This design comes from an exercise in tuning for small area, a short achievable clock period and few clock cycles per item on the open sky130 flow, not from production work.
The RTL was checked by simulation tests, not by an equivalence proof against the original design.
Power figures rest on the tool's default switching activity, not on a simulated workload.

--- flow/config.mk ---
export PLATFORM = sky130hd
export DESIGN_NAME = core_load_balance_decider
export DESIGN_NICKNAME = core_load_balance_decider
export VERILOG_FILES = /design/flow/design.v
export SDC_FILE = /design/flow/constraint.sdc
export NUM_CORES = 4
export LEC_CHECK = 0
export ABC_AREA = 1
export CAP_MARGIN = 20
export CORE_MARGIN = 2
export CORE_UTILIZATION = 50
export PLACE_DENSITY = 0.65
export SETUP_SLACK_MARGIN = 2.5
export SLEW_MARGIN = 20
--- flow/design.v ---
package clbd_pkg;
  localparam int NUM_CORES_DEF      = 8;
  localparam int THREAD_ID_BITS_DEF = 8;
  localparam int KIND_W     = 2;
  localparam int CORE_W     = 3;
  localparam int COUNT_W    = 64;
  localparam int TID_W      = 8;
  localparam int ACTIVE_W   = 4;
  localparam int INTERVAL_W = 32;
  localparam int PCT_W      = 7;
  localparam int QUO_W      = 7;
  localparam int NUM_W      = INTERVAL_W + QUO_W;
  localparam int CFG_IDX_W  = 3;
  localparam int CFG_DATA_W = 32;
  localparam int CMD_W      = KIND_W + CORE_W + COUNT_W + TID_W + 1;
  localparam int RES_W      = 1 + 1 + CORE_W + CORE_W + 1 + TID_W;
  localparam logic [PCT_W-1:0]      PCT_FULL     = 7'd100;
  localparam logic [PCT_W-1:0]      RST_HIGH_THR = 7'd75;
  localparam logic [PCT_W-1:0]      RST_LOW_THR  = 7'd25;
  localparam logic [ACTIVE_W-1:0]   RST_ACTIVE   = 4'd8;
  localparam logic [INTERVAL_W-1:0] RST_INTERVAL = 32'd100000;
  localparam logic [KIND_W-1:0] KIND_SAMPLE = 2'd0;
  localparam logic [KIND_W-1:0] KIND_EVAL   = 2'd1;
  localparam logic [KIND_W-1:0] KIND_OFFER  = 2'd2;
  localparam logic [KIND_W-1:0] KIND_END    = 2'd3;
  localparam logic [CFG_IDX_W-1:0] REG_ENABLE   = 3'd0;
  localparam logic [CFG_IDX_W-1:0] REG_ACTIVE   = 3'd1;
  localparam logic [CFG_IDX_W-1:0] REG_INTERVAL = 3'd2;
  localparam logic [CFG_IDX_W-1:0] REG_HIGH     = 3'd3;
  localparam logic [CFG_IDX_W-1:0] REG_LOW      = 3'd4;
  localparam logic REPORT_EVAL = 1'b0;
  localparam logic REPORT_END  = 1'b1;
  typedef struct packed {
    logic                  enable;
    logic [ACTIVE_W-1:0]   active_cores;
    logic [INTERVAL_W-1:0] interval;
    logic [PCT_W-1:0]      high_thr;
    logic [PCT_W-1:0]      low_thr;
  } cfg_t;
  typedef struct packed {
    logic [KIND_W-1:0]  kind;
    logic [CORE_W-1:0]  core;
    logic [COUNT_W-1:0] value;
    logic [TID_W-1:0]   tid;
    logic               excl;
  } cmd_t;
  typedef struct packed {
    logic              report_kind;
    logic              balance_needed;
    logic [CORE_W-1:0] busy_core;
    logic [CORE_W-1:0] idle_core;
    logic              migrate;
    logic [TID_W-1:0]  chosen_thread;
  } res_t;
  typedef struct packed {
    logic                  go;
    logic [NUM_W-1:0]      num;
    logic [INTERVAL_W-1:0] den;
  } div_req_t;
  typedef struct packed {
    logic             done;
    logic [QUO_W-1:0] quo;
  } div_rsp_t;
endpackage
import clbd_pkg::*;
module core_load_balance_decider #(
  parameter int NUM_CORES      = NUM_CORES_DEF,
  parameter int THREAD_ID_BITS = THREAD_ID_BITS_DEF
) (
  input  logic                  clk,
  input  logic                  rst_n,
  input  logic                  in_push,
  output logic                  in_full,
  input  logic [KIND_W-1:0]     in_kind,
  input  logic [CORE_W-1:0]     in_core_index,
  input  logic [COUNT_W-1:0]    in_idle_count,
  input  logic [TID_W-1:0]      in_thread_id,
  input  logic [COUNT_W-1:0]    in_run_count,
  input  logic                  in_excluded,
  output logic                  out_empty,
  input  logic                  out_pop,
  output logic                  out_report_kind,
  output logic                  out_balance_needed,
  output logic [CORE_W-1:0]     out_busy_core,
  output logic [CORE_W-1:0]     out_idle_core,
  output logic                  out_migrate,
  output logic [TID_W-1:0]      out_chosen_thread,
  input  logic                  cfg_wr_en,
  input  logic [CFG_IDX_W-1:0]  cfg_index,
  input  logic [CFG_DATA_W-1:0] cfg_wdata
);
  localparam int NC = 8;
  logic                  cfg_en_r;
  logic [ACTIVE_W-1:0]   cfg_act_r;
  logic [INTERVAL_W-1:0] cfg_iv_r;
  logic [PCT_W-1:0]      cfg_hi_r;
  logic [PCT_W-1:0]      cfg_lo_r;
  always_ff @(posedge clk) begin
    if (!rst_n) begin
      cfg_en_r  <= 1'b1;
      cfg_act_r <= RST_ACTIVE;
      cfg_iv_r  <= RST_INTERVAL;
      cfg_hi_r  <= RST_HIGH_THR;
      cfg_lo_r  <= RST_LOW_THR;
    end else if (cfg_wr_en) begin
      case (cfg_index)
        REG_ENABLE:   cfg_en_r  <= cfg_wdata[0];
        REG_ACTIVE:   cfg_act_r <= cfg_wdata[ACTIVE_W-1:0];
        REG_INTERVAL: cfg_iv_r  <= cfg_wdata[INTERVAL_W-1:0];
        REG_HIGH:     cfg_hi_r  <= cfg_wdata[PCT_W-1:0];
        REG_LOW:      cfg_lo_r  <= cfg_wdata[PCT_W-1:0];
        default: begin
        end
      endcase
    end
  end
  logic               ir_v;
  logic               ir_smp;     
  logic               ir_ev;      
  logic               ir_off;     
  logic               ir_end;     
  logic [CORE_W-1:0]  ir_c;
  logic [NC-1:0]      ir_oh;      
  logic [COUNT_W-1:0] ir_x;       
  logic [TID_W-1:0]   ir_t;
  always_ff @(posedge clk) begin
    if (!rst_n) begin
      ir_v <= 1'b0;
    end else if (!in_full) begin
      ir_v <= in_push && cfg_en_r;
    end
  end
  always_ff @(posedge clk) begin
    if (!in_full) begin
      ir_smp <= in_kind == KIND_SAMPLE;
      ir_ev  <= in_kind == KIND_EVAL;
      ir_off <= in_kind == KIND_OFFER && !in_excluded && in_run_count != '0;
      ir_end <= in_kind == KIND_END;
      ir_c   <= in_core_index;
      for (int i = 0; i < NC; i++) begin
        ir_oh[i] <= in_core_index == 3'(i);
      end
      ir_x   <= (in_kind == KIND_SAMPLE) ? in_idle_count : in_run_count;
      ir_t   <= in_thread_id;
    end
  end
  logic [COUNT_W-1:0] last_r [NC];
  logic [NC-1:0]      lv_r;           
  logic [PCT_W-1:0]   u_r [NC];       
  logic               win_r;          
  logic [CORE_W-1:0]  bsel_r;
  logic [CORE_W-1:0]  isel_r;
  logic               need_r;
  logic               evp_r;          
  logic               flt_r;          
  logic               endp_r;         
  logic               evrp_r;         
  logic               ov_r;           
  logic [RES_W-1:0]   od_r;
  logic               s_v [2];
  logic [CORE_W-1:0]  s_c [2];
  logic [TID_W-1:0]   s_t [2];
  logic [COUNT_W-1:0] s_r [2];
  logic is_smp, is_ev, is_off, is_end;
  logic m0, m1;
  logic full_r;
  assign in_full = full_r;
  assign m0      = s_v[0] && s_c[0] == ir_c;
  assign m1      = s_v[1] && s_c[1] == ir_c;
  assign is_smp  = ir_v && ir_smp;
  assign is_ev   = ir_v && ir_ev && !full_r;
  assign is_off  = ir_v && ir_off && !full_r && !endp_r &&
                   (evp_r || (win_r && ir_c == bsel_r));
  assign is_end  = ir_v && ir_end;
  logic [COUNT_W-1:0] old_v;
  logic [31:0]        xm1_hi;
  logic [31:0]        d_lo;
  logic               brw;
  logic               ne0, ne1;
  always_comb begin
    old_v = '0;
    for (int i = 0; i < NC; i++) begin
      old_v = old_v | ({COUNT_W{ir_oh[i] && lv_r[i]}} & last_r[i]);
    end
  end
  assign xm1_hi = ir_x[63:32] - 32'd1;
  assign {brw, d_lo} = {1'b0, ir_x[31:0]} - {1'b0, old_v[31:0]};
  assign ne0 = ir_x[63:32] != old_v[63:32];
  assign ne1 = xm1_hi != old_v[63:32];
  always_ff @(posedge clk) begin
    if (!rst_n) begin
      lv_r <= '0;
    end else if (is_smp) begin
      lv_r <= lv_r | ir_oh;
    end
  end
  always_ff @(posedge clk) begin
    for (int i = 0; i < NC; i++) begin
      if (is_smp && ir_oh[i]) begin
        last_r[i] <= ir_x;
      end
    end
  end
  logic          p1_v, p1_e, p1_brw, p1_ne0, p1_ne1, p1_big;
  logic [2:0]    p1_c;
  logic [31:0]   p1_d;
  always_ff @(posedge clk) begin
    if (!rst_n) begin
      p1_v <= 1'b0;
    end else begin
      p1_v <= is_smp || is_ev;
    end
  end
  always_ff @(posedge clk) begin
    p1_e   <= ir_ev;
    p1_c   <= ir_c;
    p1_brw <= brw;
    p1_ne0 <= ne0;
    p1_ne1 <= ne1;
    p1_d   <= d_lo;
  end
  logic          m_v, m_e, m_g;
  logic [2:0]    m_c;
  logic [38:0]   m_n;
  always_ff @(posedge clk) begin
    if (!rst_n) begin
      m_v <= 1'b0;
    end else begin
      m_v <= p1_v;
    end
  end
  assign p1_big = p1_brw ? p1_ne1 : p1_ne0;
  always_ff @(posedge clk) begin
    m_e <= p1_e;
    m_c <= p1_c;
    m_g <= p1_big || (p1_d >= cfg_iv_r);
    m_n <= 39'(p1_d) * 39'd100;
  end
  logic [39:0] t6;
  logic        q6;
  assign t6 = {1'b0, m_n} - {2'b0, cfg_iv_r, 6'd0};
  assign q6 = !t6[39];
  logic          st_v [2:7];
  logic          st_e [2:8];
  logic [2:0]    st_c [2:8];
  logic          st_g [2:8];
  logic [37:0]   st_r [2:8];
  logic [6:0]    st_q [2:8];
  always_ff @(posedge clk) begin
    if (!rst_n) begin
      for (int k = 2; k <= 7; k++) begin
        st_v[k] <= 1'b0;
      end
    end else begin
      st_v[2] <= m_v;
      for (int k = 3; k <= 7; k++) begin
        st_v[k] <= st_v[k-1];
      end
    end
  end
  always_ff @(posedge clk) begin
    st_e[2] <= m_e;
    st_c[2] <= m_c;
    st_g[2] <= m_g;
    st_r[2] <= q6 ? t6[37:0] : m_n[37:0];
    st_q[2] <= {6'd0, q6};
  end
  genvar k;
  generate
    for (k = 3; k <= 8; k++) begin : g_step
      localparam int J = 8 - k;
      logic [32:0] hi;
      logic [33:0] t;
      logic        qb;
      logic [31:0] nh;
      assign hi = st_r[k-1][J+32:J];
      assign t  = {1'b0, hi} - {2'b0, cfg_iv_r};
      assign qb = !t[33];
      assign nh = qb ? t[31:0] : hi[31:0];
      if (k < 8) begin : g_reg
        always_ff @(posedge clk) begin
          st_e[k] <= st_e[k-1];
          st_c[k] <= st_c[k-1];
          st_g[k] <= st_g[k-1];
          st_r[k] <= 38'({nh, st_r[k-1][J-1:0]});
          st_q[k] <= {st_q[k-1][5:0], qb};
        end
      end else begin : g_last
        assign st_e[k] = st_e[k-1];
        assign st_c[k] = st_c[k-1];
        assign st_g[k] = st_g[k-1];
        assign st_r[k] = '0;
        assign st_q[k] = {st_q[k-1][5:0], qb};
      end
    end
  endgenerate
  logic          w_v, w_e;
  logic [2:0]    w_c;
  logic [PCT_W-1:0] w_u;
  always_ff @(posedge clk) begin
    if (!rst_n) begin
      w_v <= 1'b0;
    end else begin
      w_v <= st_v[7];
    end
  end
  always_ff @(posedge clk) begin
    w_e <= st_e[7];
    w_c <= st_c[8];
    w_u <= st_g[8] ? PCT_FULL : st_q[8];
  end
  logic f_smp, f_ev;
  assign f_smp = w_v && !w_e && cfg_iv_r != '0;
  assign f_ev  = w_v && w_e;
  logic [NC-1:0] lt_r [NC];
  logic [NC-1:0] ufull_r, uzero_r;    
  logic [NC-1:0] w_lt, w_gt;         
  always_comb begin
    for (int j = 0; j < NC; j++) begin
      w_lt[j] = w_u < u_r[j];
      w_gt[j] = u_r[j] < w_u;
    end
  end
  always_ff @(posedge clk) begin
    if (!rst_n) begin
      for (int i = 0; i < NC; i++) begin
        u_r[i]  <= PCT_FULL;
        lt_r[i] <= '0;
      end
      ufull_r <= '1;
      uzero_r <= '0;
    end else if (f_smp) begin
      u_r[w_c] <= w_u;
      ufull_r[w_c] <= w_u == PCT_FULL;
      uzero_r[w_c] <= w_u == 7'd0;
      for (int i = 0; i < NC; i++) begin
        for (int j = 0; j < NC; j++) begin
          if (i != j && w_c == 3'(i)) begin
            lt_r[i][j] <= w_lt[j];
          end else if (i != j && w_c == 3'(j)) begin
            lt_r[i][j] <= w_gt[i];
          end
        end
      end
    end
  end
  logic [NC-1:0]  act;
  logic [NC-1:0]  wb, wi;            
  logic [PCT_W-1:0] ub, ui;          
  logic           b_ok, i_ok, need;
  logic [2:0]     bsel, isel;
  logic [NC-1:0]  act_r;
  logic [PCT_W:0] thr_b_r, thr_i_r;
  always_ff @(posedge clk) begin
    for (int i = 0; i < NC; i++) begin
      act_r[i] <= 4'(i) < cfg_act_r;
    end
    thr_b_r <= {1'b0, PCT_FULL} - {1'b0, cfg_hi_r};    
    thr_i_r <= {1'b0, PCT_FULL} - {1'b0, cfg_lo_r};    
  end
  assign act = act_r;
  always_comb begin
    for (int i = 0; i < NC; i++) begin
      wb[i]  = act[i];
      wi[i]  = act[i];
      for (int j = 0; j < NC; j++) begin
        if (j < i) begin
          wb[i] = wb[i] && lt_r[i][j];
          wi[i] = wi[i] && lt_r[j][i];
        end else if (j > i) begin
          wb[i] = wb[i] && (!act[j] || !lt_r[j][i]);
          wi[i] = wi[i] && (!act[j] || !lt_r[i][j]);
        end
      end
    end
  end
  always_comb begin
    b_ok = 1'b0;
    i_ok = 1'b0;
    bsel = '0;
    isel = '0;
    ub   = '0;
    ui   = '0;
    for (int i = 0; i < NC; i++) begin
      b_ok = b_ok || (act[i] && !ufull_r[i]);
      i_ok = i_ok || (act[i] && !uzero_r[i]);
      bsel = bsel | ({3{wb[i]}} & 3'(i));
      isel = isel | ({3{wi[i]}} & 3'(i));
      ub   = ub | ({PCT_W{wb[i]}} & u_r[i]);
      ui   = ui | ({PCT_W{wi[i]}} & u_r[i]);
    end
    if (!b_ok) bsel = '0;
    if (!i_ok) isel = '0;
    need = b_ok && i_ok && (bsel != isel) &&
           !thr_b_r[PCT_W] && ({1'b0, ub} <= thr_b_r) &&
           (thr_i_r[PCT_W] || ({1'b0, ui} >= thr_i_r));
  end
  logic out_can, push_ev, push_evr, end_ex, push_end;
  assign out_can  = !ov_r || out_pop;
  assign push_ev  = f_ev && out_can;
  assign push_evr = evrp_r && out_can;
  assign end_ex   = endp_r && !evp_r && !evrp_r && out_can;
  assign push_end = end_ex && win_r;
  logic evp_d, endp_d, evrp_d, win_d, ov_d;
  always_comb begin
    evp_d  = evp_r;
    endp_d = endp_r;
    evrp_d = evrp_r;
    win_d  = win_r;
    ov_d   = ov_r;
    if (is_ev) begin
      evp_d = 1'b1;
    end
    if (f_ev) begin
      win_d = need;
    end
    if (flt_r) begin
      evp_d = 1'b0;
    end
    if (f_ev && !out_can) begin
      evrp_d = 1'b1;
    end
    if (push_evr) begin
      evrp_d = 1'b0;
    end
    if (is_end && (evp_r || win_r)) begin
      endp_d = 1'b1;
    end
    if (end_ex) begin
      endp_d = 1'b0;
      win_d  = 1'b0;
    end
    if (out_pop) begin
      ov_d = 1'b0;
    end
    if (push_ev || push_evr || push_end) begin
      ov_d = 1'b1;
    end
  end
  always_ff @(posedge clk) begin
    if (!rst_n) begin
      win_r  <= 1'b0;
      evp_r  <= 1'b0;
      flt_r  <= 1'b0;
      endp_r <= 1'b0;
      evrp_r <= 1'b0;
      ov_r   <= 1'b0;
    end else begin
      flt_r  <= f_ev;
      evp_r  <= evp_d;
      endp_r <= endp_d;
      evrp_r <= evrp_d;
      win_r  <= win_d;
      ov_r   <= ov_d;
    end
  end
  always_ff @(posedge clk) begin
    if (f_ev) begin
      bsel_r <= bsel;
      isel_r <= isel;
      need_r <= need;
    end
    if (push_ev) begin
      od_r <= {REPORT_EVAL, need, bsel, isel, 1'b0, 8'd0};
    end else if (push_evr) begin
      od_r <= {REPORT_EVAL, need_r, bsel_r, isel_r, 1'b0, 8'd0};
    end else if (push_end) begin
      od_r <= {REPORT_END, 1'b1, bsel_r, isel_r, s_v[0] || s_v[1],
               s_v[0] ? s_t[0] : (s_v[1] ? s_t[1] : 8'd0)};
    end
  end
  logic upd [2];
  logic fill [2];
  assign upd[0]  = is_off && m0 && (ir_x > s_r[0]);
  assign upd[1]  = is_off && m1 && (ir_x > s_r[1]);
  assign fill[0] = is_off && !m0 && !m1 && !s_v[0];
  assign fill[1] = is_off && !m0 && !m1 && s_v[0] && !s_v[1];
  logic              s_v_d [2];
  logic [CORE_W-1:0] s_c_d [2];
  always_comb begin
    for (int j = 0; j < 2; j++) begin
      s_c_d[j] = fill[j] ? ir_c : s_c[j];
      if (end_ex || is_ev) begin
        s_v_d[j] = 1'b0;
      end else if (flt_r) begin
        s_v_d[j] = (s_v[j] || fill[j]) && win_r && s_c_d[j] == bsel_r;
      end else begin
        s_v_d[j] = s_v[j] || fill[j];
      end
    end
  end
  always_ff @(posedge clk) begin
    if (!rst_n) begin
      s_v[0] <= 1'b0;
      s_v[1] <= 1'b0;
    end else begin
      s_v[0] <= s_v_d[0];
      s_v[1] <= s_v_d[1];
    end
  end
  always_ff @(posedge clk) begin
    for (int j = 0; j < 2; j++) begin
      s_c[j] <= s_c_d[j];
      if (fill[j] || upd[j]) begin
        s_t[j] <= ir_t;
        s_r[j] <= ir_x;
      end
    end
  end
  logic          nx_v, nx_ev, nx_off;
  logic [CORE_W-1:0] nx_c;
  assign nx_v   = full_r ? ir_v   : (in_push && cfg_en_r);
  assign nx_ev  = full_r ? ir_ev  : (in_kind == KIND_EVAL);
  assign nx_off = full_r ? ir_off : (in_kind == KIND_OFFER && !in_excluded && in_run_count != '0);
  assign nx_c   = full_r ? ir_c   : in_core_index;
  always_ff @(posedge clk) begin
    if (!rst_n) begin
      full_r <= 1'b0;
    end else begin
      full_r <= nx_v && ((nx_ev && (evp_d || evrp_d || (endp_d && ov_d))) ||
                         (nx_off && evp_d && s_v_d[0] && s_v_d[1] &&
                          s_c_d[0] != nx_c && s_c_d[1] != nx_c));
    end
  end
  assign out_empty = !ov_r;
  assign {out_report_kind, out_balance_needed, out_busy_core, out_idle_core,
          out_migrate, out_chosen_thread} = od_r;
endmodule
--- flow/run.sh ---
#!/bin/bash
# synth_recipe.tcl (not shown) runs the flow's synth.tcl, then flattens the netlist and writes it again
# the make line also repeats each setting of config.mk as NAME=value (left out here)
make -C /OpenROAD-flow-scripts/flow DESIGN_CONFIG=/design/flow/config.mk WORK_HOME=/design/flow/orfs CLKGATE_MAP_FILE= SYNTH_SCRIPT=/design/flow/synth_recipe.tcl finish
--- flow/constraint.sdc ---
create_clock -name core_clock -period 6.0 [get_ports {clk}]
set_input_delay 1.2000 -clock core_clock [delete_from_list [all_inputs] [get_ports {clk}]]
set_output_delay 1.2000 -clock core_clock [all_outputs]
set_load 0.01 [all_outputs]
==> results of run 1 <==
==> routing by layer <==
metal	up-vias	share of wire	GRT usage
met3	382	0.059	0.03806
met5	-	0	0
met1	26362	0.43	0.3643
met2	1754	0.48	0.4755
li1	26753	-	-
met4	0	0.033	0.09720
==> synthesized netlist by cell type (all sizes together) (90+ instances only) <==
cell type,count
nand2,1342
inv,933
edfxtp,808
a21oi,659
nor2,658
ha,594
dfxtp,540
o21ai,360
nand3,260
nand4,122
xor2,122
xnor2,120
a31oi,118
a221oi,92
clkbuf,90
==> cells by family (layout without fill, tap and decap cells) <==
group	count (synthesis)	after routing	share of synthesized area
buf+inv	1075	1578	0.05835
compound gates	1537	1537	0.1293
other cells	0	2	0
flops	1348	1348	0.5019
fa+ha+maj	628	628	0.1161
xor+xnor	242	242	0.03033
mux	62	62	0.009955
simple gates	2571	2572	0.1541
==> flip-flops by register name (all words and copies together), names as in the netlist, 18 cells and up <==
register and cells:
cfg_iv_r 32, ir_x 64, last_r 512, lt_r 56
m_n 37, p1_d 32, s_r 128, st_c 18
st_q 21, st_r 202, u_r 56
==> layout make-up <==
| cell class | count | area, um2 | share of cell area |
|---|---|---|---|
| timing repair buffer | 370 | 3655 | 0.04517 |
| multi-input combinational | 5041 | 31320 | 0.3871 |
| inverter | 941 | 3695 | 0.04567 |
| sequential | 1348 | 35120 | 0.4341 |
| tap | 1876 | 2347 | 0.02901 |
| antenna | 2 | 5.005 | 0.00006186 |
| clock buffer | 194 | 4115 | 0.05087 |
| clock inverter | 73 | 651.9 | 0.008058 |
==> worst register-to-register path, delay by kind of cell, from the launching register on <==
kind	cells	cell delay, ps
adder cells (fa/ha/maj)	1	460
flip-flops	1	680
AND/OR/NAND/NOR	9	1430
buffers and inverters	1	320
AO/OA/AOI/OAI	1	160
==> timing repair <==
action                     in CTS  in global routing
resized for setup             102                103
cloned                          2                  2
setup buffers                  29                 80
pin swaps                       8                 28
setup endpoints to repair     356                267
==> final timing paths <==
check / to / slack [ps] / cells after the start
max reg2reg: s_t[0][6]$_DFFE_PP_ / 2590 / 12
min reg2reg: st_g[3]$_DFF_P_ / 300 / 0
min: st_g[3]$_DFF_P_ / 300 / 0
max: s_t[0][6]$_DFFE_PP_ / 2590 / 12
==> metrics by stage <==
stage / power (W) / utilization / cells
after floorplan: 0.02096 / - / 7463
after global placement: 0.02386 / 0.5333 / 9463
after detailed placement: 0.02406 / 0.5333 / 9463
after CTS: 0.03311 / 0.5726 / 9761
after global routing: 0.03559 / 0.5812 / 9845
final: 0.03333 / 0.5812 / 9845
==> power by group through the flow <==
stage          combinational (W)  sequential, W  clock (W)
2_1_floorplan            0.00926         0.0117          0
3_3_place_gp              0.0118         0.0120          0
3_5_place_dp              0.0120         0.0121          0
4_1_cts                   0.0122         0.0119    0.00902
5_1_grt                   0.0143         0.0119    0.00938
6_report                  0.0126         0.0118    0.00889
==> layout by cell type (no fill, tap or decap), types with 21 or more instances in the layout <==
master / instances
ha_1: 588
nand2_1: 1319
xor2_1: 122
o21ai_0: 336
xnor2_1: 120
nand4_1: 121
or2_2: 21
clkbuf_16: 154
a22o_1: 23
clkbuf_1: 26
nor4_1: 37
inv_1: 895
a31oi_1: 118
o211ai_1: 46
dfxtp_2: 24
clkinv_1: 22
a21o_1: 49
nand3_1: 248
edfxtp_1: 808
dfxtp_1: 512
clkinv_2: 35
a21oi_1: 649
a221oi_1: 78
fa_1: 34
nor3_1: 84
a211oi_1: 51
clkdlybuf4s50_1: 199
mux2_2: 60
clkinvlp_4: 21
buf_4: 141
nor2_1: 650
o21a_1: 26
==> metrics.md, run 1 <==
| Metric | Value |
|---|---|
| Status | `finished clean` |
| Setup ws final | `2589 ps` |
| Fin. max-slew vios | `0` |
| Final worst path period share | `0.5685` |
| Hold_ws | `between 300 and 400 ps` |
| Pint | `0.02104 W` |
| Root Driver | `clkbuf_16` |
| Drt total wl | `just over 200 mm` |
| Static leakage | `33.87 nW` |
| Crit-path max cell delay | `680 ps` |
| Die Span X | `377.9 um` |
| Pre-CTS WS | `1564 ps` |
| Hpwl dp | `between 100 and 150 mm` |
| Worst slew margin | `0.3392` |
| Setup crit start | `ir_x[6]$_DFFE_PN_` |
| Setup TNS | `0 ps` |
| RSZ-0062 raised after global routing | `yes` |
| Synthesized area | `around 70000 um2` |
| Synth-to-Final Area Change | `15.77%` |
| Clk buf depth | `3` |
| Critical path class | `reg2reg` |
| Synth top area cells | `edfxtp_1 (35%), dfxtp_1 (15%), ha_1 (11%), nand2_1 (7.2%), inv_1 (5.0%)` |
| Initial core utilization | `0.5021` |
| Sequential share of power | `0.355` |
| Syn nets | `8273` |
| Fill count | `12169` |
| Crit-path cells | `ha_1 -> nand4_1 -> nor2_1 -> a221oi_1 -> nor3_1 -> nor2_1 -> nand2_1 -> nand2_1 -> nand2_1 -> nand2_1 -> nand2_4 -> buf_8` |
| Grt total ovfl | `0` |
| CP delay by family, top | `simple AND/OR/NAND/NOR gates` |
| Nets | `about 8700` |
| CP required | `roughly 6500 ps` |
| Port bufs | `200` |
| CP Launch Type | `register` |
| # setup viols final | `0` |
| Vias in the first global route | `54016` |
| CP Buf/Inv Count | `1` |
| Clock Sinks | `1348` |
| Layout cells sized above 1 | `0.08234` |
| CORE AREA | `about 140000 um2` |
| Slew of the pin with the lowest slew margin | `between 900 and 1000 ps` |
| Clock Skews | `39.26 ps` |
| Clock transition at path regs | `60 ps` |
| Gr usage total | `0.2793` |
| # rows | `137` |
| Max VDD drop | `300.7 uV` |
| Critical Path Sink Type | `register` |
| TritonRoute pass-1 iters | `8` |
| Switching Share | `0.3689` |
| Pwr/cell area | `between 400 and 500 nW/um2` |
| Clock power frac | `0.267` |
| DRT antenna net count | `0` |
| Synth cell types | `65` |
| Vias | `55251` |
| Hold_sp | `st_g[2]$_DFF_P_` |
| Sw Pwr | `0.01230 W` |
| Main flop type after synthesis | `edfxtp_1` |
| Gpl congestion | `roughly 0.97` |
| CTS tree | `yes` |
| Post-DP Area | `74230 um2` |
| Drt drc | `0` |
| Max_cap viols | `0` |
| Worst R2R Start | `ir_x[6]$_DFFE_PN_` |
| Hold Path Class | `reg2reg` |
| WL per Instance | `20.50 um` |
| Global-route wire length before repair | `308.4 mm` |
| Initial drt markers | `4164` |
| WP data arrival | `3860 ps` |
| Crit path max fanout | `29` |
| CP max-delay cell | `edfxtp_1` |
| TritonCTS buffer count | `147` |
| Share of the synthesized area in the top cell type | `0.3472` |
| Final Instance Area | `80900 um2` |
| Die footprint | `142800 um2` |
| Synth Area per Inst | `between 9 and 10 um2` |
| I/O pins | `around 200` |
| H-tree depth | `4` |
| Area leader, netlist | `edfxtp_1` |
| Number of synthesized flops with an enable pin | `approximately 800` |
| Hold Vio Cnt, Final | `0` |
| Max Freq | `293.2 MHz` |
| Combinational share of power | `0.378` |
| Register bit total from synthesis | `around 1300` |
| Most used cell, CP | `nand2_1` |
| Die Y | `377.9 um` |
| Ys async rst share | `0` |
| Fin crit period | `~3400 ps` |
| Clock Latency Late Sink | `790 ps` |
| Yosys warns | `22` |
| Antenna violations before repair | `3` |
| Post-Syn Instances | `7463` |
| Post-synthesis sequential area ratio | `0.5019` |
| CTS Hold Bufs | `0` |
| Pin count of the biggest net entering global routing | `between 60 and 70` |
| Vias/cell | `5.612` |
Testbench counts, summed over its fixed seeds: cycles 4,666, items 4,345.
==> run 2, diff against run 1 <==
--- a/flow/config.mk
+++ b/flow/config.mk
@@ -7,3 +7,2 @@
 export LEC_CHECK = 0
-export ABC_AREA = 1
 export CAP_MARGIN = 20
==> run 2 against run 1 <==
Against the previous run: highest routed layer is now met5; routed wire length is 1.3% lower; critical path type unchanged; critical endpoint is now st_r[7][16]$_DFF_P_; first-iteration DRC count is 12% higher; clock skew is 15 ps lower; sequential share of layout area is 1.5 points lower; final area is 3.9% higher; critical path depth is 6 higher; area after synthesis is 2.4% lower; clock power is 4.5% higher.
==> metrics.md, run 2 <==
| Metric | Value |
|---|---|
| CTS Hold Bufs | `0 (unchanged)` |
| Fin crit period | `3799 ps (+387.6 ps)` |
| WP data arrival | `4460 ps (+600 ps)` |
| Nets | `7501 (-13%)` |
| Die footprint | `139400 um2 (-2.4%)` |
| Antenna violations before repair | `6 (+3)` |
| Pwr/cell area | `451.3 nW/um2 (+9.5%)` |
| Largest register FFs | `512 (unchanged)` |
| Port bufs | `200 (unchanged)` |
| Vias in the first global route | `50341 (-6.8%)` |
| Yosys warns | `22 (unchanged)` |
| Synth-to-Final Area Change | `23.16%` |
| Final worst path period share | `0.6331 (+0.06461)` |
| I/O pins | `201 (unchanged)` |
| Initial core utilization | `0.5036 (+0.001507)` |
| CP Launch Type | `register` |
| Status | `finished clean` |
| WL per Instance | `23.19 um (+13%)` |
| Hold Path Class | `reg2reg` |
| Post-synthesis sequential area ratio | `0.5141 (+0.01224)` |
| Slew of the pin with the lowest slew margin | `1105 ps (+114.0 ps)` |
| # rows | `135 (-1.5%)` |
| Main flop type after synthesis | `edfxtp_1` |
| Pin count of the biggest net entering global routing | `59 (-14%)` |
| Static leakage | `32.31 nW (-4.6%)` |
| Vias/cell | `5.996 (+6.8%)` |
| Setup TNS | `0 ps (unchanged)` |
| Clock Latency Late Sink | `800 ps (about the same)` |
| Post-Syn Instances | `6072 (-19%)` |
| Hpwl dp | `125.9 mm (-13%)` |
| Die Y | `373.4 um (-1.2%)` |
| Hold depth | `0 (unchanged)` |
| Drt drc | `0 (unchanged)` |
| Synth top area cells | `edfxtp_1 (36%), dfxtp_1 (16%), ha_1 (11%), mux2_2 (3.7%), a22oi_1 (3.4%)` |
| Synth cell types | `89 (+37%)` |
| Die Span X | `373.4 um (-1.2%)` |
| Synth Area per Inst | `11.24 um2 (+20%)` |
| Tot Pwr | `0.03792 W (+14%)` |
| Largest regs | `last_r (512), st_r (202), s_r (128)` |
| Most flop-heavy register | `last_r` |
| Number of synthesized flops with an enable pin | `808 (unchanged)` |
| Max Freq | `263.2 MHz (-10%)` |
| Clock Skews | `24.19 ps (-15.07 ps)` |
| CORE AREA | `135500 um2 (-2.7%)` |
| Worst slew margin | `0.2632 (-0.07599)` |
| Area leader, netlist | `edfxtp_1` |
| Root Driver | `clkbuf_16` |
| TritonCTS buffer count | `149 (+1.4%)` |
| Clk buf depth | `3 (unchanged)` |
| Clock Sinks | `1348 (unchanged)` |
| Reg2Reg Depth | `18 (+6)` |
| Grt total ovfl | `0 (unchanged)` |
| Global-route wire length before repair | `297.9 mm (-3.4%)` |
| Share of the synthesized area in the top cell type | `0.3557 (+0.008469)` |
| Ys async rst share | `0 (unchanged)` |
| Critical Path Sink Type | `register` |
| Gpl congestion | `0.9345 (-3.6%)` |
| Synthesized area | `68220 um2 (-2.4%)` |
| Critical path class | `reg2reg` |
| RSZ-0062 raised after global routing | `yes` |
| Layout cells sized above 1 | `0.1913 (+0.1090)` |
| # setup viols final | `0 (unchanged)` |
| CTS tree | `yes` |
| Synth cell count leaders | `edfxtp_1 (808), ha_1 (594), dfxtp_1 (540)` |
| CP required | `6660 ps (+210 ps)` |
| Register bit total from synthesis | `1348 (unchanged)` |
| Syn nets | `6882 (-17%)` |
| Most common cell after layout, fill and taps aside | `edfxtp_1` |
| Vias | `51526 (-6.7%)` |
| H-tree depth | `4 (unchanged)` |
| Gr usage total | `0.2761 (-0.003116)` |
| Fin. max-slew vios | `0 (unchanged)` |
| TritonRoute pass-1 iters | `8 (unchanged)` |
| Most frequent cell after synthesis | `edfxtp_1` |
| Crit path max fanout | `6 (-79%)` |
| Hold Vio Cnt, Final | `0 (unchanged)` |
| Clock transition at path regs | `60 ps (about the same)` |
| DRT antenna net count | `0 (unchanged)` |
| Initial drt markers | `4676 (+12%)` |
| Max VDD drop | `283.4 uV (-5.7%)` |
| Max_cap viols | `0 (unchanged)` |
| Most frequent cells in the layout | `edfxtp_1 (808), ha_1 (506), dfxtp_1 (490), inv_1 (388), a21oi_1 (350)` |
| Drt total wl | `199.3 mm (-1.3%)` |
[run 2: changes by cell type after synthesis, sizes merged, moves of 149 or more]
cell	delta
a22oi	+303
nor2	-334
nand3	-149
mux2	+166
nand2	-1009
a21oi	-287
inv	-503
[run 2: cell type report]
type	count	area, um2
diodes	1	2.502
clock buffers	205	4121
clock inverters	66	845.8
fillers	10549	51450
inverters	437	1720
multi-input cells	4133	33720
flip-flops and latches	1348	35210
well taps	1781	2228
repair buffers	622	6167
[run 2: power breakdown]
group / switching [W] / internal (W)
sequential: 0.000811 / 0.0111
clock: 0.00383 / 0.00545
combinational: 0.00818 / 0.00858
total: 0.0128 / 0.0251
[run 2: through the flow]
stage | cells | setup WS [ps] | area [um2] | hold WS (ps) | utilization
after global routing | 8593 | 2079 | 84020 | 323.6 | 0.6202
after floorplan | 6072 | 2339 | 68870 | 309.6 | -
after detailed placement | 7949 | 1556 | 72670 | 312.1 | 0.5365
final | 8593 | 2201 | 84020 | 319.7 | 0.6202
after global placement | 7948 | 1420 | 72640 | 309.8 | 0.5362
after CTS | 8494 | 2201 | 81980 | 321.6 | 0.6051
[run 2: kinds of logic after synthesis]
logic type,after synthesis,share of synthesized area
adder cells (fa/ha/maj),629,0.1191
buffers and inverters,604,0.03408
AND/OR/NAND/NOR,1393,0.1026
XOR/XNOR,258,0.03312
multiplexers,260,0.04229
AO/OA/AOI/OAI,1580,0.1547
flip-flops,1348,0.5141
[run 2: path summary, 6_finish.rpt]
path | startpoint | to | slack, ps
worst max-delay path | cfg_iv_r[1]$_SDFFE_PN0P_ | st_r[7][16]$_DFF_P_ | 2200
worst min-delay path | st_c[7][0]$_DFF_P_ | w_c[0]$_DFF_P_ | 320
worst max register to register | cfg_iv_r[1]$_SDFFE_PN0P_ | st_r[7][16]$_DFF_P_ | 2200
worst min register to register | st_c[7][0]$_DFF_P_ | w_c[0]$_DFF_P_ | 320
[run 2: critical path, cell delays in order, from the launching register on]
cell,delay (ps)
dfxtp_4,380
clkinvlp_4,100
buf_6,120
buf_6,100
buf_6,120
ha_4,250
nor2b_4,130
o31a_1,210
o31a_1,220
o211ai_1,160
a21o_1,250
a2111oi_4,410
o211ai_1,130
buf_4,170
a31oi_4,220
buf_6,160
buf_12,100
buf_16,120
mux2_4,300
[run 2: timing repair]
action / in CTS / in global routing
gates resized for setup: 385 / 260
gates cloned: 22 / 3
setup endpoints to repair: 440 / 380
buffers inserted: 252 / 95
pin swaps: 128 / 139
[run 2: per-layer routing]
| layer | global-route usage | routed length, um |
|---|---|---|
| met2 | 0.4607 | 94070 |
| met1 | 0.3657 | 84600 |
| met4 | 0.09717 | 7154 |
| met5 | 0 | 36 |
| met3 | 0.04225 | 13410 |
==> run 3, diff against run 2 <==
--- a/flow/design.v
+++ b/flow/design.v
@@ -154,3 +154,2 @@
   logic               evp_r;          
-  logic               flt_r;          
   logic               endp_r;         
@@ -416,3 +415,3 @@
     end
-    if (flt_r) begin
+    if (f_ev) begin
       evp_d = 1'b0;
@@ -443,3 +442,2 @@
       evp_r  <= 1'b0;
-      flt_r  <= 1'b0;
       endp_r <= 1'b0;
@@ -448,3 +446,2 @@
     end else begin
-      flt_r  <= f_ev;
       evp_r  <= evp_d;
@@ -478,2 +475,3 @@
   logic              s_v_d [2];
+  logic              s_v_nf [2];      
   logic [CORE_W-1:0] s_c_d [2];
@@ -481,9 +479,8 @@
     for (int j = 0; j < 2; j++) begin
-      s_c_d[j] = fill[j] ? ir_c : s_c[j];
-      if (end_ex || is_ev) begin
-        s_v_d[j] = 1'b0;
-      end else if (flt_r) begin
-        s_v_d[j] = (s_v[j] || fill[j]) && win_r && s_c_d[j] == bsel_r;
+      s_c_d[j]  = fill[j] ? ir_c : s_c[j];
+      s_v_nf[j] = !(end_ex || is_ev) && (s_v[j] || fill[j]);
+      if (f_ev) begin
+        s_v_d[j] = s_v_nf[j] && need && s_c_d[j] == bsel;
       end else begin
-        s_v_d[j] = s_v[j] || fill[j];
+        s_v_d[j] = s_v_nf[j];
       end
@@ -520,3 +517,3 @@
       full_r <= nx_v && ((nx_ev && (evp_d || evrp_d || (endp_d && ov_d))) ||
-                         (nx_off && evp_d && s_v_d[0] && s_v_d[1] &&
+                         (nx_off && evp_d && s_v_nf[0] && s_v_nf[1] &&
                           s_c_d[0] != nx_c && s_c_d[1] != nx_c));
--- a/flow/config.mk
+++ b/flow/config.mk
@@ -7,2 +7,3 @@
 export LEC_CHECK = 0
+export ABC_AREA = 1
 export CAP_MARGIN = 20
@@ -11,3 +12,3 @@
 export PLACE_DENSITY = 0.65
-export SETUP_SLACK_MARGIN = 2.5
+export SETUP_SLACK_MARGIN = 2.9
 export SLEW_MARGIN = 20
==> run 3 against run 2 <==
Against the previous run: still clean; worst setup slack better by 550 ps; final area up 4.6%; clock power barely moved; area after synthesis rose by 5.5%; sequential power is essentially flat; die area rose by 5.5%; power rose by 1.9%; maximum frequency is 17% higher; largest power group unchanged; highest routed layer unchanged.
==> metrics.md, run 3 <==
| Metric | Value |
|---|---|
| Status | `finished clean` |
| Vias | `61012 (+18%)` |
| Initial drt markers | `5485 (+17%)` |
| WL per Instance | `21.81 um (-5.9%)` |
| WP data arrival | `3920 ps (-540 ps)` |
| Fin crit period | `3253 ps (-545.6 ps)` |
| Largest register FFs | `512 (unchanged)` |
| RSZ-0062 raised after global routing | `yes` |
| Initial core utilization | `0.5024 (-0.001157)` |
| Hpwl dp | `162.2 mm (+29%)` |
| Fill count | `12154 (+15%)` |
| Tot Pwr | `0.03865 W (+1.9%)` |
| Max_cap viols | `0 (unchanged)` |
| Critical path class | `reg2reg` |
| Clock Latency Late Sink | `800 ps (about the same)` |
| Final worst path period share | `0.5422 (-0.09093)` |
| DRT antenna net count | `0 (unchanged)` |
| Final Instance Area | `87880 um2 (+4.6%)` |
| I/O pins | `201 (unchanged)` |
| Worst R2R Start | `p1_d[2]$_DFF_P_` |
| Clock Sinks | `1347 (-0.074%)` |
| Port bufs | `200 (unchanged)` |
| Most frequent cells in the layout | `nand2_1 (1585), inv_1 (981), edfxtp_1 (808), nor2_1 (751), a21oi_1 (543)` |
| Die footprint | `147100 um2 (+5.5%)` |
| Most frequent cell after synthesis | `nand2_1` |
| TritonRoute pass-1 iters | `6 (-2)` |
| Die Y | `383.5 um (+2.7%)` |
| Synth Area per Inst | `8.883 um2 (-21%)` |
| Global-route wire length before repair | `345.7 mm (+16%)` |
| Grt total ovfl | `0 (unchanged)` |
| Synthesized area | `72000 um2 (+5.5%)` |
| Reg2Reg Depth | `14 (-4)` |
| Max Freq | `307.4 MHz (+17%)` |
| CP Launch Type | `register` |
| Ys async rst share | `0 (unchanged)` |
| Crit-path max cell delay | `530 ps (+120 ps)` |
| Area leader, netlist | `edfxtp_1` |
| Fin. max-slew vios | `0 (unchanged)` |
| CP required | `6670 ps (about the same)` |
| Setup TNS | `0 ps (unchanged)` |
| Final core occ | `0.6132 (-0.007023)` |
| CORE AREA | `143300 um2 (+5.8%)` |
| Clock Skews | `40.99 ps (+16.80 ps)` |
| Most flop-heavy register | `last_r` |
| Vias in the first global route | `57998 (+15%)` |
| Max VDD drop | `341.8 uV (+21%)` |
| Post-Syn Instances | `8106 (+33%)` |
| Most used cell, CP | `ha_4` |
| Synth cell types | `70 (-21%)` |
| Static leakage | `37.14 nW (+15%)` |
| Die Span X | `383.5 um (+2.7%)` |
| Hold_ws | `312.6 ps (-7.152 ps)` |
| Slew of the pin with the lowest slew margin | `1124 ps (+19.32 ps)` |
| TritonCTS buffer count | `148 (-0.67%)` |
| CP max-delay cell | `fa_1` |
| CTS tree | `yes` |
| Hold Vio Cnt, Final | `0 (unchanged)` |
| Hold_sp | `st_g[2]$_DFF_P_` |
| Syn nets | `8916 (+30%)` |
| Clock transition at path regs | `60 ps (about the same)` |
| Drt total wl | `234.6 mm (+18%)` |
| Gpl congestion | `0.9895 (+5.9%)` |
| Post-synthesis sequential area ratio | `0.4868 (-0.02729)` |
| Number of synthesized flops with an enable pin | `808 (unchanged)` |
| Hold depth | `0 (unchanged)` |
| Yosys warns | `23 (+4.5%)` |
| Antenna violations before repair | `2 (-4)` |
| # rows | `139 (+3.0%)` |
| Crit path max fanout | `4 (-2)` |
| Register bit total from synthesis | `1347 (-0.074%)` |
| Synth cell count leaders | `nand2_1 (1655), inv_1 (1063), edfxtp_1 (808)` |
| Nets | `9538 (+27%)` |
| Pin count of the biggest net entering global routing | `79 (+34%)` |
| Layout cells sized above 1 | `0.1379 (-0.05337)` |
| Root Driver | `clkbuf_16` |
| H-tree depth | `4 (unchanged)` |
| Most common cell after layout, fill and taps aside | `nand2_1` |
| # setup viols final | `0 (unchanged)` |
| Pwr/cell area | `439.8 nW/um2 (-2.5%)` |
| Vias/cell | `5.672 (-5.4%)` |
| Share of the synthesized area in the top cell type | `0.3370 (-0.01868)` |
| Gr usage total | `0.3079 (+0.03174)` |
| Area of the multi-input gates | `35200 um2 (+4.4%)` |
| CTS Hold Bufs | `0 (unchanged)` |
| Crit-path cells | `ha_4 -> ha_4 -> inv_1 -> fa_1 -> inv_2 -> ha_4 -> nand3_4 -> nand3_4 -> a31oi_4 -> o21bai_4 -> a21boi_2 -> o21ai_1 -> a21oi_2 -> xnor2_1` |
| Synth top area cells | `edfxtp_1 (34%), dfxtp_1 (15%), ha_1 (10%), nand2_1 (8.6%), inv_1 (5.5%)` |
| Slack of the worst reg-to-reg path | `2750 ps (+550 ps)` |
| Hold Path Class | `reg2reg` |
| Critical Path Sink Type | `register` |
| Synth-to-Final Area Change | `22.05%` |
| Drt drc | `0 (unchanged)` |
| Hold Path End | `st_g[3]$_DFF_P_` |
| Main flop type after synthesis | `edfxtp_1` |
| Worst slew margin | `0.2504 (-0.01288)` |
| Reg2reg end | `m_n[25]$_DFF_P_` |
| Post-DP Area | `76360 um2 (+5.1%)` |
| Clk buf depth | `3 (unchanged)` |
| Storage cell area | `35190 um2 (about the same)` |
| Largest regs | `last_r (512), st_r (202), s_r (128)` |
run 3: changes by cell type in the layout (fill, tap and decap cells not counted), sizes merged, moves of 234 or more:
cell	previous run	this run
a21oi	372	606
a22oi	307	0
inv	419	1048
nand2	333	1673
nand3	111	410
nor2	324	776
run 3: cell families after synthesis:
family / after synthesis / synth area share
compound gates: 1520 / 0.1237
xor+xnor: 218 / 0.02652
fa+ha+maj: 628 / 0.1127
buf+inv: 1226 / 0.06596
flops: 1347 / 0.4868
mux: 2 / 0.0002954
simple gates: 3165 / 0.1840
run 3: worst max-delay path by stage:
stage / start / end / cells after the start
finish: p1_d[2]$_DFF_P_ / m_n[25]$_DFF_P_ / 14
global route: ir_oh[2]$_DFFE_PN_ / p1_d[29]$_DFF_P_ / 19
CTS: p1_d[22]$_DFF_P_ / m_n[37]$_DFF_P_ / 14
detailed placement: ir_oh[0]$_DFFE_PN_ / p1_d[31]$_DFF_P_ / 18
global placement: ir_oh[0]$_DFFE_PN_ / p1_d[31]$_DFF_P_ / 18
floorplan: ir_oh[1]$_DFFE_PN_ / p1_d[22]$_DFF_P_ / 17
run 3: per-stage QoR:
step                      setup slack, ps  instances
after global routing                 2651      10756
after detailed placement             1599      10140
final                                2747      10756
after CTS                            2791      10627
after floorplan                      2902       8106
after global placement               1533      10139
run 3: critical path: cells and delay by family (launching register included):
kind	cells	cell delay (ps)
flops	1	360
simple gates	2	180
buf+inv	2	100
fa+ha+maj	4	1340
compound gates	5	920
xor+xnor	1	230
run 3: where the power goes:
part	total, W	internal, W	switching [W]
Sequential	0.0119	0.0111	0.000812
Combinational	0.0175	0.00711	0.0104
Clock	0.00927	0.00532	0.00394
Total	0.0387	0.0235	0.0151
run 3: per-layer routing:
layer	vias up	routed length, um	global-route usage
met5	-	13	0
met4	2	8774	0.1056
met3	459	16400	0.04381
met2	2416	111700	0.5182
met1	29064	97790	0.4064
li1	29071	-	-
run 3: timing repair:
action | 4_1_cts | 5_1_grt
hold endpoints to repair | 0 | 0
setup endpoints to repair | 560 | 456
gates resized for setup | 446 | 356
pin swaps | 123 | 162
cloned | 16 | 9
buffers inserted | 197 | 119
run 3: area by class of cell:
| cell class | count | share of cell area |
|---|---|---|
| clock inverter | 72 | 0.009582 |
| clock buffer | 202 | 0.04734 |
| inverter | 1076 | 0.04808 |
| tap | 1903 | 0.02709 |
| timing repair inverter | 3 | 0.0002990 |
| timing repair buffer | 606 | 0.06665 |
| antenna | 1 | 0.00002848 |
| multi-input combinational | 5546 | 0.4005 |
| sequential | 1347 | 0.4004 |
Testbench counts of run 3, summed over its fixed seeds: cycles 4,640, items 4,345.
==> run 4, diff against run 3 <==
--- a/flow/config.mk
+++ b/flow/config.mk
@@ -12,3 +12,3 @@
 export PLACE_DENSITY = 0.65
-export SETUP_SLACK_MARGIN = 2.9
+export SETUP_SLACK_MARGIN = 2.7
 export SLEW_MARGIN = 20
==> run 4 against run 3 <==
Against the previous run: worst setup slack lost 61 ps; flip-flop and latch count is the same; clock skew grew 3.0 ps; non-clock buffer count shrank 134; die area is the same; first-iteration DRC count shrank 5.7%; critical path depth grew 5; maximum frequency shrank 1.8%; clock-buffer cell count shrank 13; global-route usage shrank 0.87 points; synthesized cell count is the same; cell count shrank 1.3%; highest routed layer unchanged.
==> metrics.md, run 4 <==
| Metric | Value |
|---|---|
| Setup crit start | `ir_oh[0]$_DFFE_PN_` |
| Final worst path period share | `0.5524 (+0.01018)` |
| Global-route wire length before repair | `336.9 mm (-2.6%)` |
| CP Launch Type | `register` |
| GR Util met3 | `0.03985 (-0.003959)` |
| CP Buf/Inv Count | `3 (+1)` |
| Vias | `59471 (-2.5%)` |
| WL per Instance | `21.29 um (-2.4%)` |
| Ys async rst share | `0 (unchanged)` |
| Synthesized area | `72000 um2 (unchanged)` |
| Main flop type after synthesis | `edfxtp_1` |
| Reg2Reg Depth | `19 (+5)` |
| Pwr/cell area | `429.1 nW/um2 (-2.4%)` |
| Post-Syn Instances | `8106 (unchanged)` |
| Clock Skews | `44.00 ps (+3.010 ps)` |
| Synth-to-Final Area Change | `18.09%` |
| Clock transition at path regs | `60 ps (about the same)` |
| Drt drc | `0 (unchanged)` |
| Status | `finished clean` |
| WP data arrival | `4000 ps (+80 ps)` |
| Most frequent cell after synthesis | `nand2_1` |
| Slack of the worst reg-to-reg path | `2690 ps (-60 ps)` |
| Hold_ws | `319.6 ps (+7.020 ps)` |
| Die Span X | `383.5 um (unchanged)` |
| DRT antenna net count | `0 (unchanged)` |
| CP required | `6690 ps (+20 ps)` |
| Max_cap viols | `0 (unchanged)` |
| Clock Sinks | `1347 (unchanged)` |
| Tot Pwr | `0.03649 W (-5.6%)` |
| Synth Area per Inst | `8.883 um2 (unchanged)` |
| Largest register FFs | `512 (unchanged)` |
| Reg2reg end | `p1_d[29]$_DFF_P_` |
| Setup TNS | `0 ps (unchanged)` |
| Share of the synthesized area in the top cell type | `0.3370 (unchanged)` |
| Layout cells sized above 1 | `0.1006 (-0.03735)` |
| # rows | `139 (unchanged)` |
| Critical path class | `reg2reg` |
| Post-synthesis sequential area ratio | `0.4868 (unchanged)` |
| Hpwl dp | `160.3 mm (-1.2%)` |
| Syn nets | `8916 (unchanged)` |
| Crit path max fanout | `16 (+12)` |
| Port bufs | `200 (unchanged)` |
| Area leader, netlist | `edfxtp_1` |
| Number of synthesized flops with an enable pin | `808 (unchanged)` |
| Initial drt markers | `5175 (-5.7%)` |
| Critical Path Sink Type | `register` |
| TritonRoute pass-1 iters | `8 (+2)` |
| Pin count of the biggest net entering global routing | `128 (+62%)` |
| Fin crit period | `3314 ps (+61.07 ps)` |
| Crit path capture | `p1_d[29]$_DFF_P_` |
| M1 GR Usage | `0.3960 (-0.01043)` |
| Vias/cell | `5.604 (-1.2%)` |
| Most flop-heavy register | `last_r` |
| Nets | `9397 (-1.5%)` |
| CORE AREA | `143300 um2 (unchanged)` |
| Drt total wl | `225.9 mm (-3.7%)` |
| CTS tree | `yes` |
| Synth top area cells | `edfxtp_1 (34%), dfxtp_1 (15%), ha_1 (10%), nand2_1 (8.6%), inv_1 (5.5%)` |
| H-tree depth | `4 (unchanged)` |
| Root Driver | `clkbuf_16` |
| Diode count | `0 (-1)` |
| Antenna violations before repair | `1 (-1)` |
| Clock Latency Late Sink | `800 ps (about the same)` |
| Static leakage | `36.02 nW (-3.0%)` |
| Synth cell count leaders | `nand2_1 (1655), inv_1 (1063), edfxtp_1 (808)` |
| Initial core utilization | `0.5024 (unchanged)` |
| Crit-path cells | `nand2_2 -> buf_12 -> clkinvlp_4 -> buf_12 -> nand2_1 -> nand4_1 -> a21oi_1 -> o21ai_0 -> a221oi_2 -> ha_1 -> a21o_1 -> a21oi_1 -> o21ai_0 -> nand2_1 -> nand3_2 -> nand2_1 -> o211ai_1 -> a21oi_1 -> xor2_1` |
| Gpl congestion | `0.9635 (-2.6%)` |
| Hold Path Class | `reg2reg` |
| # setup viols final | `0 (unchanged)` |
| Crit-path max cell delay | `420 ps (-110 ps)` |
| Clk buf depth | `3 (unchanged)` |
| Fill count | `12560 (+3.3%)` |
| Most frequent cells in the layout | `nand2_1 (1616), inv_1 (1021), edfxtp_1 (808), nor2_1 (758), a21oi_1 (579)` |
| Most common cell after layout, fill and taps aside | `nand2_1` |
| Worst slew margin | `0.2831 (+0.03273)` |
| I/O pins | `201 (unchanged)` |
| TritonCTS buffer count | `148 (unchanged)` |
| CP delay by family, top | `compound AO/OA/AOI/OAI gates` |
| Max VDD drop | `288.8 uV (-16%)` |
| RSZ-0062 raised after global routing | `yes` |
| Register bit total from synthesis | `1347 (unchanged)` |
| Worst R2R Start | `ir_oh[0]$_DFFE_PN_` |
| Gr busiest metal | `met2` |
| Die footprint | `147100 um2 (unchanged)` |
| Max Freq | `301.7 MHz (-1.8%)` |
| CP max-delay cell | `edfxtp_1` |
| Yosys warns | `23 (unchanged)` |
| Hold Vio Cnt, Final | `0 (unchanged)` |
| WP depth | `19 (+5)` |
| Slew of the pin with the lowest slew margin | `1074 ps (-50.34 ps)` |
| Largest regs | `last_r (512), st_r (202), s_r (128)` |
| Die Y | `383.5 um (unchanged)` |
| Vias in the first global route | `56952 (-1.8%)` |
| CTS Hold Bufs | `0 (unchanged)` |
| Synth cell types | `70 (unchanged)` |
| Fin. max-slew vios | `0 (unchanged)` |
| Gr usage total | `0.2992 (-0.008711)` |
| Met2 usage | `0.5027 (-0.01542)` |
| Grt total ovfl | `0 (unchanged)` |
run 4: cell counts after synthesis:
Identical to the previous run, type by type.
run 4: logic make-up (layout without fill, tap and decap cells):
group / Yosys count / after routing / synth area share
adder cells (fa/ha/maj): 628 / 628 / 0.1127
AND/OR/NAND/NOR: 3165 / 3173 / 0.1840
multiplexers: 2 / 2 / 0.0002954
flip-flops: 1347 / 1347 / 0.4868
XOR/XNOR: 218 / 218 / 0.02652
buffers and inverters: 1226 / 1821 / 0.06596
AO/OA/AOI/OAI: 1520 / 1520 / 0.1237
run 4: repair_timing:
action                                  CTS  global route
cloned                                    8             3
resized for setup                       212           237
setup buffers                           113            82
pin swaps                                38            78
endpoints found under the setup margin  500           299
run 4: how the worst min path moves through the flow:
| stage | cells after the start | end | startpoint |
|---|---|---|---|
| 2_1_floorplan | 0 | m_c[0]$_DFF_P_ | p1_c[0]$_DFF_P_ |
| 3_3_place_gp | 0 | st_r[3][3]$_DFF_P_ | st_r[2][3]$_DFF_P_ |
| 3_5_place_dp | 0 | st_c[7][1]$_DFF_P_ | st_c[6][1]$_DFF_P_ |
| 4_1_cts | 0 | st_r[2][4]$_DFF_P_ | m_n[4]$_DFF_P_ |
| 5_1_grt | 0 | st_r[2][4]$_DFF_P_ | m_n[4]$_DFF_P_ |
| 6_report | 0 | st_c[2][2]$_DFF_P_ | m_c[2]$_DFF_P_ |
run 4: worst register-to-register path: cells and delay by family, from the launching register on:
family	cells	cell delay [ps]
AND/OR/NAND/NOR	6	560
AO/OA/AOI/OAI	8	1320
buffers and inverters	3	400
flip-flops	1	420
XOR/XNOR	1	170
adder cells (fa/ha/maj)	1	360
run 4: final cells by class:
cell class,count,area [um2],share of cell area
well taps,1903,2381,0.02800
repair buffers,472,4420,0.05199
clock buffers,189,4039,0.04750
multi-input cells,5541,33810,0.3976
clock inverters,83,1013,0.01192
repair inverters,1,8.758,0.0001030
flip-flops and latches,1347,35150,0.4133
inverters,1076,4213,0.04954
run 4: through the flow:
stage | worst slack, ps | instance area, um2 | std cells | utilization
after floorplan | 2704 | 72010 | 8106 | -
final | 2686 | 85030 | 10612 | 0.5934
after global routing | 2438 | 85030 | 10612 | 0.5934
after detailed placement | 1510 | 76300 | 10134 | 0.5325
after global placement | 1534 | 76300 | 10134 | 0.5325
after CTS | 2642 | 83310 | 10527 | 0.5814
run 4: routing by layer:
| layer | share of wire | vias to the layer above | wire (um) |
|---|---|---|---|
| met3 | 0.067 | 422 | 15060 |
| met5 | 0.000058 | - | 13 |
| met2 | 0.47 | 2094 | 107200 |
| met4 | 0.037 | 2 | 8277 |
| met1 | 0.42 | 28216 | 95400 |
| li1 | - | 28737 | - |
run 4: report_power, final:
part           switching (W)  leakage (nW)  internal, W  total (W)
combinational        0.00930          21.6      0.00593     0.0152
clock                0.00391          2.45      0.00543    0.00934
sequential          0.000832          11.9       0.0111     0.0119
total                 0.0140          36.0       0.0224     0.0365
==> run 5, diff against run 4 <==
--- a/flow/config.mk
+++ b/flow/config.mk
@@ -12,3 +12,3 @@
 export PLACE_DENSITY = 0.65
-export SETUP_SLACK_MARGIN = 2.7
+export SETUP_SLACK_MARGIN = 2.5
 export SLEW_MARGIN = 20
==> run 5 against run 4 <==
Against the previous run: still clean; sequential power hardly changed; final area is 2.2% lower; cell count is 1.0% lower; die area stayed put; via count is 0.84% lower; non-clock buffer count is 106 lower; register-to-register slack worse by 180 ps; worst hold slack worse by 2.7 ps; highest routed layer is now met4.
==> metrics.md, run 5 <==
| Metric | Value |
|---|---|
| Die Span X | `383.5 um (unchanged)` |
| Initial core utilization | `0.5024 (unchanged)` |
| Inst Count DP | `10134 (unchanged)` |
| Clk buf depth | `3 (unchanged)` |
| Crit-path cells | `inv_1 -> buf_4 -> ha_1 -> nand2_1 -> inv_1 -> a21oi_1 -> nor2_1 -> nor2_1 -> nor2_1 -> a211oi_2 -> nand3_4 -> buf_6 -> a21oi_1` |
| Hpwl dp | `160.3 mm (unchanged)` |
| Antenna violations before repair | `1 (unchanged)` |
| Crit path max fanout | `41 (+25)` |
| Pwr/cell area | `425.1 nW/um2 (-0.92%)` |
| Fin crit period | `3498 ps (+183.5 ps)` |
| Synth-to-Final Area Change | `15.55%` |
| Post-synthesis xor/xnor area fraction | `0.02652 (unchanged)` |
| Post-route insts no fill | `10503 (-1.0%)` |
| Share of the synthesized area in the top cell type | `0.3370 (unchanged)` |
| Root Driver | `clkbuf_16` |
| Grt total ovfl | `0 (unchanged)` |
| Hold Vio Cnt, Final | `0 (unchanged)` |
| Number of synthesized flops with an enable pin | `808 (unchanged)` |
| Final worst path period share | `0.5830 (+0.03059)` |
| CP Buf/Inv Count | `4 (+1)` |
| Fin. max-slew vios | `0 (unchanged)` |
| Static leakage | `35.30 nW (-2.0%)` |
| Port bufs | `200 (unchanged)` |
| Most flop-heavy register | `last_r` |
| Max VDD drop | `285.6 uV (-1.1%)` |
| Hold_ws | `316.9 ps (-2.689 ps)` |
| # setup viols final | `0 (unchanged)` |
| GR Util met3 | `0.03902 (-0.0008358)` |
| Area leader, netlist | `edfxtp_1` |
| Status | `finished clean` |
| Critical Path Sink Type | `register` |
| Largest register FFs | `512 (unchanged)` |
| H-tree depth | `4 (unchanged)` |
| Synth cell count leaders | `nand2_1 (1655), inv_1 (1063), edfxtp_1 (808)` |
| Synth Area in Adders | `0.1127 (unchanged)` |
| Pin count of the biggest net entering global routing | `128 (unchanged)` |
| Global-route wire length before repair | `331.9 mm (-1.5%)` |
| Hold_sp | `m_c[2]$_DFF_P_` |
| Setup crit start | `cfg_iv_r[19]$_SDFFE_PN0P_` |
| Post-synthesis sequential area ratio | `0.4868 (unchanged)` |
| Nets | `9287 (-1.2%)` |
| Clock Sinks | `1347 (unchanged)` |
| M1 GR Usage | `0.3907 (-0.005291)` |
| Register bit total from synthesis | `1347 (unchanged)` |
| Drt total wl | `221.4 mm (-2.0%)` |
| CTS tree | `yes` |
| Slew of the pin with the lowest slew margin | `1071 ps (-2.705 ps)` |
| CP required | `6660 ps (-30 ps)` |
| WL per Instance | `21.08 um (-0.97%)` |
| Most used cell, CP | `nor2_1` |
| TritonRoute pass-1 iters | `6 (-2)` |
| Post-Syn Instances | `8106 (unchanged)` |
| Max_cap viols | `0 (unchanged)` |
| Synth cell types | `70 (unchanged)` |
| Largest regs | `last_r (512), st_r (202), s_r (128)` |
| Clock Skews | `41.21 ps (-2.795 ps)` |
| CORE AREA | `143300 um2 (unchanged)` |
| Crit-path max cell delay | `400 ps (-20 ps)` |
| Vias in the first global route | `56442 (-0.90%)` |
| Initial drt markers | `5025 (-2.9%)` |
| Worst slew margin | `0.2849 (+0.001805)` |
| Hold Path Class | `reg2reg` |
| Most frequent cell after synthesis | `nand2_1` |
| Die footprint | `147100 um2 (unchanged)` |
| Met2 usage | `0.4931 (-0.009643)` |
| Syn nets | `8916 (unchanged)` |
| Yosys warns | `23 (unchanged)` |
| Gr usage total | `0.2942 (-0.005010)` |
| Layout cells sized above 1 | `0.07361 (-0.02697)` |
| Clock Latency Late Sink | `800 ps (about the same)` |
| CP max-delay cell | `a211oi_2` |
| # rows | `139 (unchanged)` |
| Largest family of logic cells by synthesized area | `simple AND/OR/NAND/NOR gates` |
| DRT antenna net count | `0 (unchanged)` |
| Drt drc | `0 (unchanged)` |
| Most common cell after layout, fill and taps aside | `nand2_1` |
| Post-DP Area | `76300 um2 (unchanged)` |
| Final Instance Area | `83200 um2 (-2.2%)` |
| Synth Area in Compound Gates | `0.1237 (unchanged)` |
| CP delay by family, top | `buffers and inverters` |
| Gpl congestion | `0.9635 (unchanged)` |
| Gr busiest metal | `met2` |
| Simple-Gate Fraction of Synth Area | `0.1840 (unchanged)` |
| Critical path class | `reg2reg` |
| I/O pins | `201 (unchanged)` |
| Tot Pwr | `0.03537 W (-3.1%)` |
| Main flop type after synthesis | `edfxtp_1` |
| Setup TNS | `0 ps (unchanged)` |
| Vias/cell | `5.615 (+0.19%)` |
| Mux share of post-synthesis cell area | `0.0002954 (unchanged)` |
| Ys async rst share | `0 (unchanged)` |
| CP Launch Type | `register` |
| Vias | `58971 (-0.84%)` |
| Most frequent cells in the layout | `nand2_1 (1635), inv_1 (1036), edfxtp_1 (808), nor2_1 (762), a21oi_1 (594)` |
| WP data arrival | `4160 ps (+160 ps)` |
| Synth Area per Inst | `8.883 um2 (unchanged)` |
| Synthesized area | `72000 um2 (unchanged)` |
| Clock transition at path regs | `60 ps (about the same)` |
| Die Y | `383.5 um (unchanged)` |
| TritonCTS buffer count | `148 (unchanged)` |
| Synth top area cells | `edfxtp_1 (34%), dfxtp_1 (15%), ha_1 (10%), nand2_1 (8.6%), inv_1 (5.5%)` |
| RSZ-0062 raised after global routing | `yes` |
| Fill count | `12755 (+1.6%)` |
| Worst R2R Start | `cfg_iv_r[19]$_SDFFE_PN0P_` |
| Max Freq | `285.9 MHz (-5.2%)` |
## run 5: cell types whose count changed in the layout (fill, tap and decap cells not counted), sizes merged, moves of 3 or more
cell,change
clkinv,+3
buf,-106
inv,+6
clkinvlp,-11
## run 5: worst register-to-register path, cell delays in order (launching register included)
cell and delay (ps):
dfxtp_1 290, inv_1 380, buf_4 320, ha_1 320, nand2_1 130, inv_1 50
a21oi_1 240, nor2_1 70, nor2_1 130, nor2_1 70, a211oi_2 400, nand3_4 370
buf_6 330, a21oi_1 300
## run 5: cells by family after synthesis
| group | count (synthesis) |
|---|---|
| simple gates | 3165 |
| mux | 2 |
| fa+ha+maj | 628 |
| xor+xnor | 218 |
| buf+inv | 1226 |
| compound gates | 1520 |
| flops | 1347 |
## run 5: cell type report
cell class / instances / area [um2] / area share
diodes: 1 / 2.502 / 0.00003008
clock buffers: 189 / 4039 / 0.04854
clock inverters: 83 / 1013 / 0.01218
inverters: 1076 / 4168 / 0.05009
multi-input cells: 5538 / 32960 / 0.3961
flip-flops and latches: 1347 / 35110 / 0.4220
well taps: 1903 / 2381 / 0.02862
repair buffers: 366 / 3523 / 0.04235
## run 5: path summary, 6_finish.rpt
check,cells after the start,slack [ps],endpoint
max,13,2500,st_r[5][22]$_DFF_P_
min,0,320,st_c[2][2]$_DFF_P_
max reg2reg,13,2500,st_r[5][22]$_DFF_P_
min reg2reg,0,320,st_c[2][2]$_DFF_P_
## run 5: power by group
group	internal [W]	switching, W	total (W)
clock network	0.00543	0.00390	0.00933
logic	0.00529	0.00880	0.0141
registers	0.0111	0.000869	0.0119
total	0.0218	0.0136	0.0354
## run 5: routing by layer
metal	routed length, um	vias up
li1	-	28508
met4	8079	0
met3	14440	408
met5	0	-
met2	104500	2155
met1	94450	27900
## run 5: what timing repair did
action,4_1_cts,5_1_grt
gates resized for setup,109,132
gates cloned,2,6
buffers inserted,46,42
pin swaps,10,28
endpoints found under the setup margin,378,294
hold buffers,0,0
## run 5: stage by stage
| stage | worst slack (ps) | util |
|---|---|---|
| CTS | 2435 | 0.5738 |
| global route | 2417 | 0.5806 |
| global placement | 1534 | 0.5325 |
| finish | 2502 | 0.5806 |
| detailed placement | 1510 | 0.5325 |
| floorplan | 2704 | - |

[port drivers added, routing unchanged]
No port has a modelled driver above. Below, the same layouts with a new extraction and two added sets of constraints.
Step 1 sets driving cells, clkbuf_16 on the clock port and buf_2 on the other inputs (assumed; they add their load-dependent delay and slew).
Step 2, shift: input delay + t, output delay - t, t = (earliest + latest rising clock arrival at the registers) / 2. This alone moves slack from input paths to output paths.
Slacks: ideal / step 1 / step 2; pairs: ideal / step 1.
run | shift t [ns] | setup slack, ns | worst setup path after step 2 | worst slew at a driven data input, ns | pins driven straight from the clock port
run 1 | 0.849 | 2.589 / 2.589 / 2.006 | input to register | 0.14 | 1
run 2 | 0.866 | 2.201 / 2.201 / 1.949 | input to register | 0.13 | 1
run 3 | 0.861 | 2.747 / 2.747 / 2.281 | input to register | 0.07 | 1
run 4 | 0.859 | 2.686 / 2.686 / 2.141 | input to register | 0.17 | 1
run 5 | 0.857 | 2.502 / 2.502 / 2.171 | input to register | 0.15 | 1
After both steps setup and hold are still met in every run listed. For run 1, which loses most, drivers alone change the setup slack by 0.000 ns; drivers and shift together by -0.583 ns.
